This is an optimization exercise on Yosys and OpenROAD, whose aim is small area, not a production implementation. At most, simulation tests tie the RTL to the original design; equivalence was not proved. Power figures rest on the tool's default switching activity, not on a simulated workload.

==> build 22: inputs <==
Design idct8_serial, start of the top module:
module idct8_serial (
  input  logic        clk,
  input  logic        rst,
  input  logic        in_valid,
  input  logic [24:0] in,
  output logic        out_valid,
  output logic        frame_start,
  output logic [24:0] O
);
  logic [2:0]  k;
  logic        primed;
  logic        pend;           
  logic [17:0] xh;             
  logic [12:0] accp_a [0:3], accq_a [0:3], sump_a [0:3], sumq_a [0:3];
  logic [20:0] accp_b [0:3], accq_b [0:3], sump_b [0:3], sumq_b [0:3];
  logic [3:0]  cp, cq, cp_q, cq_q;
  logic [20:0] obuf [1:7];
  logic [20:0] o_q;
  logic [12:0] m7_a; logic m7_c, m7_cq;
  logic [14:0] m7_b;
  logic [12:0] m9_a; logic m9_c, m9_cq;
  logic [15:0] m9_b;
  logic [12:0] m11_a; logic m11_c, m11_cq;
  logic [15:0] m11_b;
  wire [12:0] d32_a = {in[7], in[6], in[5], in[4], in[3], in[2], in[1], in[0], 1'b0, 1'b0, 1'b0, 1'b0, 1'b0};
  wire [17:0] d32_b = {xh[17], xh[17], xh[16], xh[15], xh[14], xh[13], xh[12], xh[11], xh[10], xh[9], xh[8], xh[7], xh[6], xh[5], xh[4], xh[3], xh[2], xh[1]};
  wire [12:0] d44_a = {m11_a[10], m11_a[9], m11_a[8], m11_a[7], m11_a[6], m11_a[5], m11_a[4], m11_a[3], m11_a[2], m11_a[1], m11_a[0], 1'b0, 1'b0};
  wire [17:0] d44_b = {m11_b[15], m11_b[14], m11_b[13], m11_b[12], m11_b[11], m11_b[10], m11_b[9], m11_b[8], m11_b[7], m11_b[6], m11_b[5], m11_b[4], m11_b[3], m11_b[2], m11_b[1], m11_b[0], m11_lq[12], m11_lq[11]};
  wire [12:0] d22_a = {m11_a[11], m11_a[10], m11_a[9], m11_a[8], m11_a[7], m11_a[6], m11_a[5], m11_a[4], m11_a[3], m11_a[2], m11_a[1], m11_a[0], 1'b0};
  ...
Settings: LEC_CHECK=0, ABC_AREA=1, CAP_MARGIN=20, CORE_MARGIN=2, CORE_UTILIZATION=72, SLEW_MARGIN=20, BUFFER_PORTS_ARGS=-buffer_cell sky130_fd_sc_hd__buf_1, CTS_ARGS=-sink_clustering_enable -repair_clock_nets -dont_use_dummy_load -buf_list sky130_fd_sc_hd__clkbuf_4 -sink_clustering_size 10 -sink_clustering_max_diameter 50; clock period 15.0 ns.
standard.sh (not shown) runs the stock make flow with config.mk's settings and CLKGATE_MAP_FILE= SYNTH_SCRIPT=/design/flow/synth_recipe.tcl, a recipe that flattens the netlist after the stock synthesis.
==> flow/flow/run.sh <==
#!/bin/bash
# Layout flow: the standard ORFS flow (standard.sh, unchanged synthesis),
# with two changes to the cells the layout steps insert:
#  - port buffers are sky130_fd_sc_hd__buf_1 (every port still gets one)
#  - clock tree synthesis uses clkbuf_4 clusters and adds no dummy loads
# make's full output goes to standard.log; ORFS keeps each step's log under orfs/logs.
set -euo pipefail
cat >> config.mk <<'EOT'
export BUFFER_PORTS_ARGS = -buffer_cell sky130_fd_sc_hd__buf_1
export CTS_ARGS = -sink_clustering_enable -repair_clock_nets -dont_use_dummy_load -buf_list sky130_fd_sc_hd__clkbuf_4 -sink_clustering_size 10 -sink_clustering_max_diameter 50
EOT
bash standard.sh > standard.log 2>&1
==> trial 72: changes against build 22 <==
--- a/flow/design.v
+++ b/flow/design.v
@@ -47,16 +47,17 @@
   input  logic [24:0] in,
   output logic        out_valid,
   output logic        frame_start,
   output logic [24:0] O
 );
   logic [2:0]  k;
   logic        primed;
   logic        pend;           
+  logic [2:0]  kb;             
   logic [17:0] xh;             
   logic [12:0] accp_a [0:3], accq_a [0:3], sump_a [0:3], sumq_a [0:3];
   logic [20:0] accp_b [0:3], accq_b [0:3], sump_b [0:3], sumq_b [0:3];
   logic [3:0]  cp, cq, cp_q, cq_q;
   logic [20:0] obuf [1:7];
   logic [20:0] o_q;
   logic [12:0] m7_a; logic m7_c, m7_cq;
   logic [14:0] m7_b;
@@ -87,17 +88,17 @@
   logic [12:0] m9_lq;
   rca #(13) i_m7_a (.a({in[9], in[8], in[7], in[6], in[5], in[4], in[3], in[2], in[1], in[0], 1'b0, 1'b0, 1'b0}), .b({~in[12], ~in[11], ~in[10], ~in[9], ~in[8], ~in[7], ~in[6], ~in[5], ~in[4], ~in[3], ~in[2], ~in[1], ~in[0]}), .ci(1'b1), .s(m7_a), .co(m7_c));
   rca #(13) i_m9_a (.a({in[9], in[8], in[7], in[6], in[5], in[4], in[3], in[2], in[1], in[0], 1'b0, 1'b0, 1'b0}), .b({in[12], in[11], in[10], in[9], in[8], in[7], in[6], in[5], in[4], in[3], in[2], in[1], in[0]}), .ci(1'b0), .s(m9_a), .co(m9_c));
   rca #(13) i_m11_a (.a({m7_a[12], m7_a[11], m7_a[10], m7_a[9], m7_a[8], m7_a[7], m7_a[6], m7_a[5], m7_a[4], m7_a[3], m7_a[2], m7_a[1], m7_a[0]}), .b({in[10], in[9], in[8], in[7], in[6], in[5], in[4], in[3], in[2], in[1], in[0], 1'b0, 1'b0}), .ci(1'b0), .s(m11_a), .co(m11_c));
   rca #(15) i_m7_b (.a({xh[17], xh[16], xh[15], xh[14], xh[13], xh[12], xh[11], xh[10], xh[9], xh[8], xh[7], xh[6], xh[5], xh[4], xh[3]}), .b({~xh[17], ~xh[17], ~xh[17], ~xh[17], ~xh[16], ~xh[15], ~xh[14], ~xh[13], ~xh[12], ~xh[11], ~xh[10], ~xh[9], ~xh[8], ~xh[7], ~xh[6]}), .ci(m7_cq), .s(m7_b), .co());
   rca #(16) i_m9_b (.a({xh[17], xh[17], xh[16], xh[15], xh[14], xh[13], xh[12], xh[11], xh[10], xh[9], xh[8], xh[7], xh[6], xh[5], xh[4], xh[3]}), .b({xh[17], xh[17], xh[17], xh[17], xh[17], xh[16], xh[15], xh[14], xh[13], xh[12], xh[11], xh[10], xh[9], xh[8], xh[7], xh[6]}), .ci(m9_cq), .s(m9_b), .co());
   rca #(16) i_m11_b (.a({m7_b[14], m7_b[14], m7_b[13], m7_b[12], m7_b[11], m7_b[10], m7_b[9], m7_b[8], m7_b[7], m7_b[6], m7_b[5], m7_b[4], m7_b[3], m7_b[2], m7_b[1], m7_b[0]}), .b({xh[17], xh[17], xh[17], xh[16], xh[15], xh[14], xh[13], xh[12], xh[11], xh[10], xh[9], xh[8], xh[7], xh[6], xh[5], xh[4]}), .ci(m11_cq), .s(m11_b), .co());
   wire [12:0] ua = !in_valid ? '0 : k[0] ? u11_a : ue_a;
-  wire [17:0] ub = !pend ? '0 : !k[0] ? u11_b : ue_b;
+  wire [17:0] ub = !pend ? '0 : kb[0] ? u11_b : ue_b;
   logic [12:0] va0; logic naP0, naQ0;
   logic [17:0] vb0; logic nbP0, nbQ0;
   always_comb begin
     va0 = '0; naP0 = 1'b0; naQ0 = 1'b0;
     if (in_valid) case (k)
       3'd0: begin va0 = d32_a; naP0 = 1'b0; naQ0 = 1'b0; end
       3'd1: begin va0 = d44_a; naP0 = 1'b0; naQ0 = 1'b1; end
       3'd2: begin va0 = d44_a; naP0 = 1'b0; naQ0 = 1'b0; end
@@ -105,25 +106,25 @@
       3'd4: begin va0 = d32_a; naP0 = 1'b0; naQ0 = 1'b0; end
       3'd5: begin va0 = d22_a; naP0 = 1'b0; naQ0 = 1'b1; end
       3'd6: begin va0 = d14_a; naP0 = 1'b0; naQ0 = 1'b0; end
       3'd7: begin va0 = d0_a; naP0 = 1'b0; naQ0 = 1'b1; end
     endcase
   end
   always_comb begin
     vb0 = '0; nbP0 = 1'b0; nbQ0 = 1'b0;
-    if (pend) case (k)
-      3'd1: begin vb0 = d32_b; nbP0 = 1'b0; nbQ0 = 1'b0; end
-      3'd2: begin vb0 = d44_b; nbP0 = 1'b0; nbQ0 = 1'b1; end
-      3'd3: begin vb0 = d44_b; nbP0 = 1'b0; nbQ0 = 1'b0; end
-      3'd4: begin vb0 = d32_b; nbP0 = 1'b0; nbQ0 = 1'b1; end
-      3'd5: begin vb0 = d32_b; nbP0 = 1'b0; nbQ0 = 1'b0; end
-      3'd6: begin vb0 = d22_b; nbP0 = 1'b0; nbQ0 = 1'b1; end
-      3'd7: begin vb0 = d14_b; nbP0 = 1'b0; nbQ0 = 1'b0; end
-      3'd0: begin vb0 = d0_b; nbP0 = 1'b0; nbQ0 = 1'b1; end
+    if (pend) case (kb)
+      3'd0: begin vb0 = d32_b; nbP0 = 1'b0; nbQ0 = 1'b0; end
+      3'd1: begin vb0 = d44_b; nbP0 = 1'b0; nbQ0 = 1'b1; end
+      3'd2: begin vb0 = d44_b; nbP0 = 1'b0; nbQ0 = 1'b0; end
+      3'd3: begin vb0 = d32_b; nbP0 = 1'b0; nbQ0 = 1'b1; end
+      3'd4: begin vb0 = d32_b; nbP0 = 1'b0; nbQ0 = 1'b0; end
+      3'd5: begin vb0 = d22_b; nbP0 = 1'b0; nbQ0 = 1'b1; end
+      3'd6: begin vb0 = d14_b; nbP0 = 1'b0; nbQ0 = 1'b0; end
+      3'd7: begin vb0 = d0_b; nbP0 = 1'b0; nbQ0 = 1'b1; end
     endcase
   end
   logic [12:0] ma0; logic [17:0] mh0; logic cm0, cm0_q;
   rca #(13) i_pp0_a (.a(ua), .b(va0), .ci(1'b0), .s(ma0), .co(cm0));
   rca #(18) i_pp0_b (.a(ub), .b(vb0), .ci(cm0_q), .s(mh0), .co());
   wire [20:0] mb0 = {{3{mh0[17]}}, mh0};
   logic [12:0] va1; logic naP1, naQ1;
   logic [17:0] vb1; logic nbP1, nbQ1;
@@ -137,25 +138,25 @@
       3'd4: begin va1 = d32_a; naP1 = 1'b1; naQ1 = 1'b1; end
       3'd5: begin va1 = d44_a; naP1 = 1'b1; naQ1 = 1'b0; end
       3'd6: begin va1 = d44_a; naP1 = 1'b1; naQ1 = 1'b1; end
       3'd7: begin va1 = d16_a; naP1 = 1'b1; naQ1 = 1'b0; end
     endcase
   end
   always_comb begin
     vb1 = '0; nbP1 = 1'b0; nbQ1 = 1'b0;
-    if (pend) case (k)
-      3'd1: begin vb1 = d32_b; nbP1 = 1'b0; nbQ1 = 1'b0; end
-      3'd2: begin vb1 = d36_b; nbP1 = 1'b0; nbQ1 = 1'b1; end
-      3'd3: begin vb1 = d14_b; nbP1 = 1'b0; nbQ1 = 1'b0; end
-      3'd4: begin vb1 = d0_b; nbP1 = 1'b1; nbQ1 = 1'b0; end
-      3'd5: begin vb1 = d32_b; nbP1 = 1'b1; nbQ1 = 1'b1; end
-      3'd6: begin vb1 = d44_b; nbP1 = 1'b1; nbQ1 = 1'b0; end
-      3'd7: begin vb1 = d44_b; nbP1 = 1'b1; nbQ1 = 1'b1; end
-      3'd0: begin vb1 = d16_b; nbP1 = 1'b1; nbQ1 = 1'b0; end
+    if (pend) case (kb)
+      3'd0: begin vb1 = d32_b; nbP1 = 1'b0; nbQ1 = 1'b0; end
+      3'd1: begin vb1 = d36_b; nbP1 = 1'b0; nbQ1 = 1'b1; end
+      3'd2: begin vb1 = d14_b; nbP1 = 1'b0; nbQ1 = 1'b0; end
+      3'd3: begin vb1 = d0_b; nbP1 = 1'b1; nbQ1 = 1'b0; end
+      3'd4: begin vb1 = d32_b; nbP1 = 1'b1; nbQ1 = 1'b1; end
+      3'd5: begin vb1 = d44_b; nbP1 = 1'b1; nbQ1 = 1'b0; end
+      3'd6: begin vb1 = d44_b; nbP1 = 1'b1; nbQ1 = 1'b1; end
+      3'd7: begin vb1 = d16_b; nbP1 = 1'b1; nbQ1 = 1'b0; end
     endcase
   end
   logic [12:0] ma1; logic [17:0] mh1; logic cm1, cm1_q;
   rca #(13) i_pp1_a (.a(ua), .b(va1), .ci(1'b0), .s(ma1), .co(cm1));
   rca #(18) i_pp1_b (.a(ub), .b(vb1), .ci(cm1_q), .s(mh1), .co());
   wire [20:0] mb1 = {{3{mh1[17]}}, mh1};
   logic [12:0] va2; logic naP2, naQ2;
   logic [17:0] vb2; logic nbP2, nbQ2;
@@ -169,25 +170,25 @@
       3'd4: begin va2 = d32_a; naP2 = 1'b1; naQ2 = 1'b1; end
       3'd5: begin va2 = d0_a; naP2 = 1'b0; naQ2 = 1'b1; end
       3'd6: begin va2 = d44_a; naP2 = 1'b0; naQ2 = 1'b0; end
       3'd7: begin va2 = d36_a; naP2 = 1'b0; naQ2 = 1'b1; end
     endcase
   end
   always_comb begin
     vb2 = '0; nbP2 = 1'b0; nbQ2 = 1'b0;
-    if (pend) case (k)
-      3'd1: begin vb2 = d32_b; nbP2 = 1'b0; nbQ2 = 1'b0; end
-      3'd2: begin vb2 = d16_b; nbP2 = 1'b0; nbQ2 = 1'b1; end
-      3'd3: begin vb2 = d14_b; nbP2 = 1'b1; nbQ2 = 1'b1; end
-      3'd4: begin vb2 = d44_b; nbP2 = 1'b1; nbQ2 = 1'b0; end
-      3'd5: begin vb2 = d32_b; nbP2 = 1'b1; nbQ2 = 1'b1; end
-      3'd6: begin vb2 = d0_b; nbP2 = 1'b0; nbQ2 = 1'b1; end
-      3'd7: begin vb2 = d44_b; nbP2 = 1'b0; nbQ2 = 1'b0; end
-      3'd0: begin vb2 = d36_b; nbP2 = 1'b0; nbQ2 = 1'b1; end
+    if (pend) case (kb)
+      3'd0: begin vb2 = d32_b; nbP2 = 1'b0; nbQ2 = 1'b0; end
+      3'd1: begin vb2 = d16_b; nbP2 = 1'b0; nbQ2 = 1'b1; end
+      3'd2: begin vb2 = d14_b; nbP2 = 1'b1; nbQ2 = 1'b1; end
+      3'd3: begin vb2 = d44_b; nbP2 = 1'b1; nbQ2 = 1'b0; end
+      3'd4: begin vb2 = d32_b; nbP2 = 1'b1; nbQ2 = 1'b1; end
+      3'd5: begin vb2 = d0_b; nbP2 = 1'b0; nbQ2 = 1'b1; end
+      3'd6: begin vb2 = d44_b; nbP2 = 1'b0; nbQ2 = 1'b0; end
+      3'd7: begin vb2 = d36_b; nbP2 = 1'b0; nbQ2 = 1'b1; end
     endcase
   end
   logic [12:0] ma2; logic [17:0] mh2; logic cm2, cm2_q;
   rca #(13) i_pp2_a (.a(ua), .b(va2), .ci(1'b0), .s(ma2), .co(cm2));
   rca #(18) i_pp2_b (.a(ub), .b(vb2), .ci(cm2_q), .s(mh2), .co());
   wire [20:0] mb2 = {{3{mh2[17]}}, mh2};
   logic [12:0] va3; logic naP3, naQ3;
   logic [17:0] vb3; logic nbP3, nbQ3;
@@ -201,40 +202,40 @@
       3'd4: begin va3 = d32_a; naP3 = 1'b0; naQ3 = 1'b0; end
       3'd5: begin va3 = d32_a; naP3 = 1'b0; naQ3 = 1'b1; end
       3'd6: begin va3 = d14_a; naP3 = 1'b1; naQ3 = 1'b1; end
       3'd7: begin va3 = d44_a; naP3 = 1'b1; naQ3 = 1'b0; end
     endcase
   end
   always_comb begin
     vb3 = '0; nbP3 = 1'b0; nbQ3 = 1'b0;
-    if (pend) case (k)
-      3'd1: begin vb3 = d32_b; nbP3 = 1'b0; nbQ3 = 1'b0; end
-      3'd2: begin vb3 = d0_b; nbP3 = 1'b0; nbQ3 = 1'b1; end
-      3'd3: begin vb3 = d44_b; nbP3 = 1'b1; nbQ3 = 1'b1; end
-      3'd4: begin vb3 = d22_b; nbP3 = 1'b1; nbQ3 = 1'b0; end
-      3'd5: begin vb3 = d32_b; nbP3 = 1'b0; nbQ3 = 1'b0; end
-      3'd6: begin vb3 = d32_b; nbP3 = 1'b0; nbQ3 = 1'b1; end
-      3'd7: begin vb3 = d14_b; nbP3 = 1'b1; nbQ3 = 1'b1; end
-      3'd0: begin vb3 = d44_b; nbP3 = 1'b1; nbQ3 = 1'b0; end
+    if (pend) case (kb)
+      3'd0: begin vb3 = d32_b; nbP3 = 1'b0; nbQ3 = 1'b0; end
+      3'd1: begin vb3 = d0_b; nbP3 = 1'b0; nbQ3 = 1'b1; end
+      3'd2: begin vb3 = d44_b; nbP3 = 1'b1; nbQ3 = 1'b1; end
+      3'd3: begin vb3 = d22_b; nbP3 = 1'b1; nbQ3 = 1'b0; end
+      3'd4: begin vb3 = d32_b; nbP3 = 1'b0; nbQ3 = 1'b0; end
+      3'd5: begin vb3 = d32_b; nbP3 = 1'b0; nbQ3 = 1'b1; end
+      3'd6: begin vb3 = d14_b; nbP3 = 1'b1; nbQ3 = 1'b1; end
+      3'd7: begin vb3 = d44_b; nbP3 = 1'b1; nbQ3 = 1'b0; end
     endcase
   end
   logic [12:0] ma3; logic [17:0] mh3; logic cm3, cm3_q;
   rca #(13) i_pp3_a (.a(ua), .b(va3), .ci(1'b0), .s(ma3), .co(cm3));
   rca #(18) i_pp3_b (.a(ub), .b(vb3), .ci(cm3_q), .s(mh3), .co());
   wire [20:0] mb3 = {{3{mh3[17]}}, mh3};
   logic [12:0] maj [0:3];
   logic [20:0] mbj [0:3];
   logic naPj [0:3], naQj [0:3], nbPj [0:3], nbQj [0:3];
   assign maj[0] = ma0; assign mbj[0] = mb0; assign naPj[0] = naP0; assign naQj[0] = naQ0; assign nbPj[0] = nbP0; assign nbQj[0] = nbQ0;
   assign maj[1] = ma1; assign mbj[1] = mb1; assign naPj[1] = naP1; assign naQj[1] = naQ1; assign nbPj[1] = nbP1; assign nbQj[1] = nbQ1;
   assign maj[2] = ma2; assign mbj[2] = mb2; assign naPj[2] = naP2; assign naQj[2] = naQ2; assign nbPj[2] = nbP2; assign nbQj[2] = nbQ2;
   assign maj[3] = ma3; assign mbj[3] = mb3; assign naPj[3] = naP3; assign naQj[3] = naQ3; assign nbPj[3] = nbP3; assign nbQj[3] = nbQ3;
   wire first_a = in_valid && (k == 3'd0);
-  wire first_b = pend && (k == 3'd1);
+  wire first_b = pend && (kb == 3'd0);
   for (genvar j = 0; j < 4; j++) begin : g_acc
     rca #(13) i_pa (.a(first_a ? 13'd0 : accp_a[j]), .b(maj[j] ^ {13{naPj[j]}}), .ci(naPj[j]), .s(sump_a[j]), .co(cp[j]));
     rca #(13) i_qa (.a(first_a ? 13'd0 : accq_a[j]), .b(maj[j] ^ {13{naQj[j]}}), .ci(naQj[j]), .s(sumq_a[j]), .co(cq[j]));
     rca #(21) i_pb (.a(first_b ? 21'd0 : accp_b[j]), .b(mbj[j] ^ {21{nbPj[j]}}), .ci(cp_q[j]), .s(sump_b[j]), .co());
     rca #(21) i_qb (.a(first_b ? 21'd0 : accq_b[j]), .b(mbj[j] ^ {21{nbQj[j]}}), .ci(cq_q[j]), .s(sumq_b[j]), .co());
   end
   always_ff @(posedge clk) begin
     if (rst) begin
@@ -249,16 +250,17 @@
       if (k == 3'd7) primed <= 1'b1;
     end else begin
       out_valid   <= 1'b0;
       frame_start <= 1'b0;
     end
   end
   always_ff @(posedge clk) begin
     pend <= in_valid;
+    kb   <= k;
     xh   <= in[24:7];
     m7_cq <= m7_c;
     m9_cq <= m9_c;
     m11_cq <= m11_c;
     cm0_q <= cm0;
     cm1_q <= cm1;
     cm2_q <= cm2;
     cm3_q <= cm3;
==> flow/flow/run.sh (replaced) <==
#!/bin/bash
# Layout flow: the standard ORFS flow (standard.sh, unchanged synthesis),
# with two changes to the cells the layout steps insert:
#  - port buffers are sky130_fd_sc_hd__buf_1 (every port still gets one)
#  - clock tree synthesis uses clkbuf_8 clusters and adds no dummy loads
# make's full output goes to standard.log; ORFS keeps each step's log under orfs/logs.
set -euo pipefail
cat >> config.mk <<'EOT'
export BUFFER_PORTS_ARGS = -buffer_cell sky130_fd_sc_hd__buf_1
export CTS_ARGS = -sink_clustering_enable -repair_clock_nets -dont_use_dummy_load -buf_list sky130_fd_sc_hd__clkbuf_8 -sink_clustering_size 16 -sink_clustering_max_diameter 60
EOT
bash standard.sh > standard.log 2>&1
==> flow/config.mk (replaced) <==
export PLATFORM = sky130hd
export DESIGN_NAME = idct8_serial
export DESIGN_NICKNAME = idct8_serial
export VERILOG_FILES = /design/flow/design.v
export SDC_FILE = /design/flow/constraint.sdc
export NUM_CORES = 4
export LEC_CHECK = 0
export ABC_AREA = 1
export CAP_MARGIN = 20
export CORE_MARGIN = 2
export CORE_UTILIZATION = 55
export SLEW_MARGIN = 20
export BUFFER_PORTS_ARGS = -buffer_cell sky130_fd_sc_hd__buf_1
export CTS_ARGS = -sink_clustering_enable -repair_clock_nets -dont_use_dummy_load -buf_list sky130_fd_sc_hd__clkbuf_8 -sink_clustering_size 16 -sink_clustering_max_diameter 60
==> trial 64: changes against build 22 <==
==> flow/config.mk (replaced) <==
export PLATFORM = sky130hd
export DESIGN_NAME = idct8_serial
export DESIGN_NICKNAME = idct8_serial
export VERILOG_FILES = /design/flow/design.v
export SDC_FILE = /design/flow/constraint.sdc
export NUM_CORES = 4
export LEC_CHECK = 0
export ABC_AREA = 1
export CAP_MARGIN = 20
export CORE_MARGIN = 2
export CORE_UTILIZATION = 65
export GPL_TIMING_DRIVEN = 0
export SLEW_MARGIN = 20
export BUFFER_PORTS_ARGS = -buffer_cell sky130_fd_sc_hd__buf_1
export CTS_ARGS = -sink_clustering_enable -repair_clock_nets -dont_use_dummy_load -buf_list sky130_fd_sc_hd__clkbuf_4 -sink_clustering_size 10 -sink_clustering_max_diameter 50
==> summary.txt <==
Flip-flop and latch count: build 22 is lower than trial 72 (3). Core utilization: trial 64 is lower than build 22 (6.1 points). Against trial 64, the routed wire length of build 22 is lower by about 16%. The lowest cell count belongs to build 22, the highest to trial 64. Of trial 64 and trial 72, trial 72 has the higher die area (gap 16%, measured against trial 72). Clock power, highest first: trial 72, build 22, trial 64. Of trial 72 and build 22, build 22 has the higher combinational power (gap about 13%, measured against build 22). Critical path depth is the same in trial 64 and build 22.
==> figures <==
Post-route insts no fill: trial 64 3592; build 22 3420; trial 72 3585
Launch point of the worst hold path: trial 64 primed; build 22 primed; trial 72 k[1]
Routed Wire Length: trial 64 91200 um; build 22 77000 um; trial 72 79900 um
Min Clock Period, post-route: trial 64 14.03 ns; build 22 13.48 ns; trial 72 13.29 ns
Clkbuf count: trial 64 54; build 22 55; trial 72 44
Seq/Total Area, Yosys: trial 64 36.2%; build 22 36.2%; trial 72 36.2%
Share of cells above drive strength 1: trial 64 6.09%; build 22 4.96%; trial 72 5.12%
Outcome: trial 64 complete, no violations; build 22 complete, no violations; trial 72 complete, no violations
Wire length of the first global-routing pass: trial 64 137000 um; build 22 121000 um; trial 72 126000 um
Row count: trial 64 78; build 22 74; trial 72 85
Core area: trial 64 45200 um^2; build 22 40700 um^2; trial 72 53700 um^2
Effective utilization at floorplan: trial 64 65.6%; build 22 72.8%; trial 72 55.6%
Critical Path Fanout Max: trial 64 21; build 22 30; trial 72 6
Power share of the sequential group: trial 64 34.8%; build 22 35.4%; trial 72 36.7%
Global-route track usage on met2: trial 64 59.9%; build 22 57.6%; trial 72 52.0%
Peak clock frequency supported by timing: trial 64 0.0713 GHz; build 22 0.0742 GHz; trial 72 0.0753 GHz
Detailed-routed wire length on met3: trial 64 11300 um; build 22 8780 um; trial 72 4080 um
Per-instance average area after synthesis: trial 64 10.3 um^2; build 22 10.3 um^2; trial 72 10.4 um^2
The RTL of trial 72 was laid out without a check of its function.

[what the ideal ports hide]
The flow's constraints put no driver on any port. The routed layouts listed below were extracted and timed again, unchanged, in two steps.
Step 1 sets driving cells, clkbuf_16 on the clock port and buf_2 on the other inputs (assumed; they add their load-dependent delay and slew).
Step 2, shift: input delay + t, output delay - t, t = (earliest + latest rising clock arrival at the registers) / 2. This alone moves slack from input paths to output paths.
Slacks: ideal / step 1 / step 2; pairs: ideal / step 1.
| run | shift t [ns] | setup WS [ns] | cell pins on the clock port's net |
|---|---|---|---|
| build 22 | 0.861 | 1.517 / 1.517 / 1.517 | 1 |
| trial 72 | 0.696 | 1.711 / 1.711 / 1.711 | 1 |
| trial 64 | 0.861 | 0.970 / 0.970 / 0.970 | 1 |
After both steps every run listed still meets setup and hold.
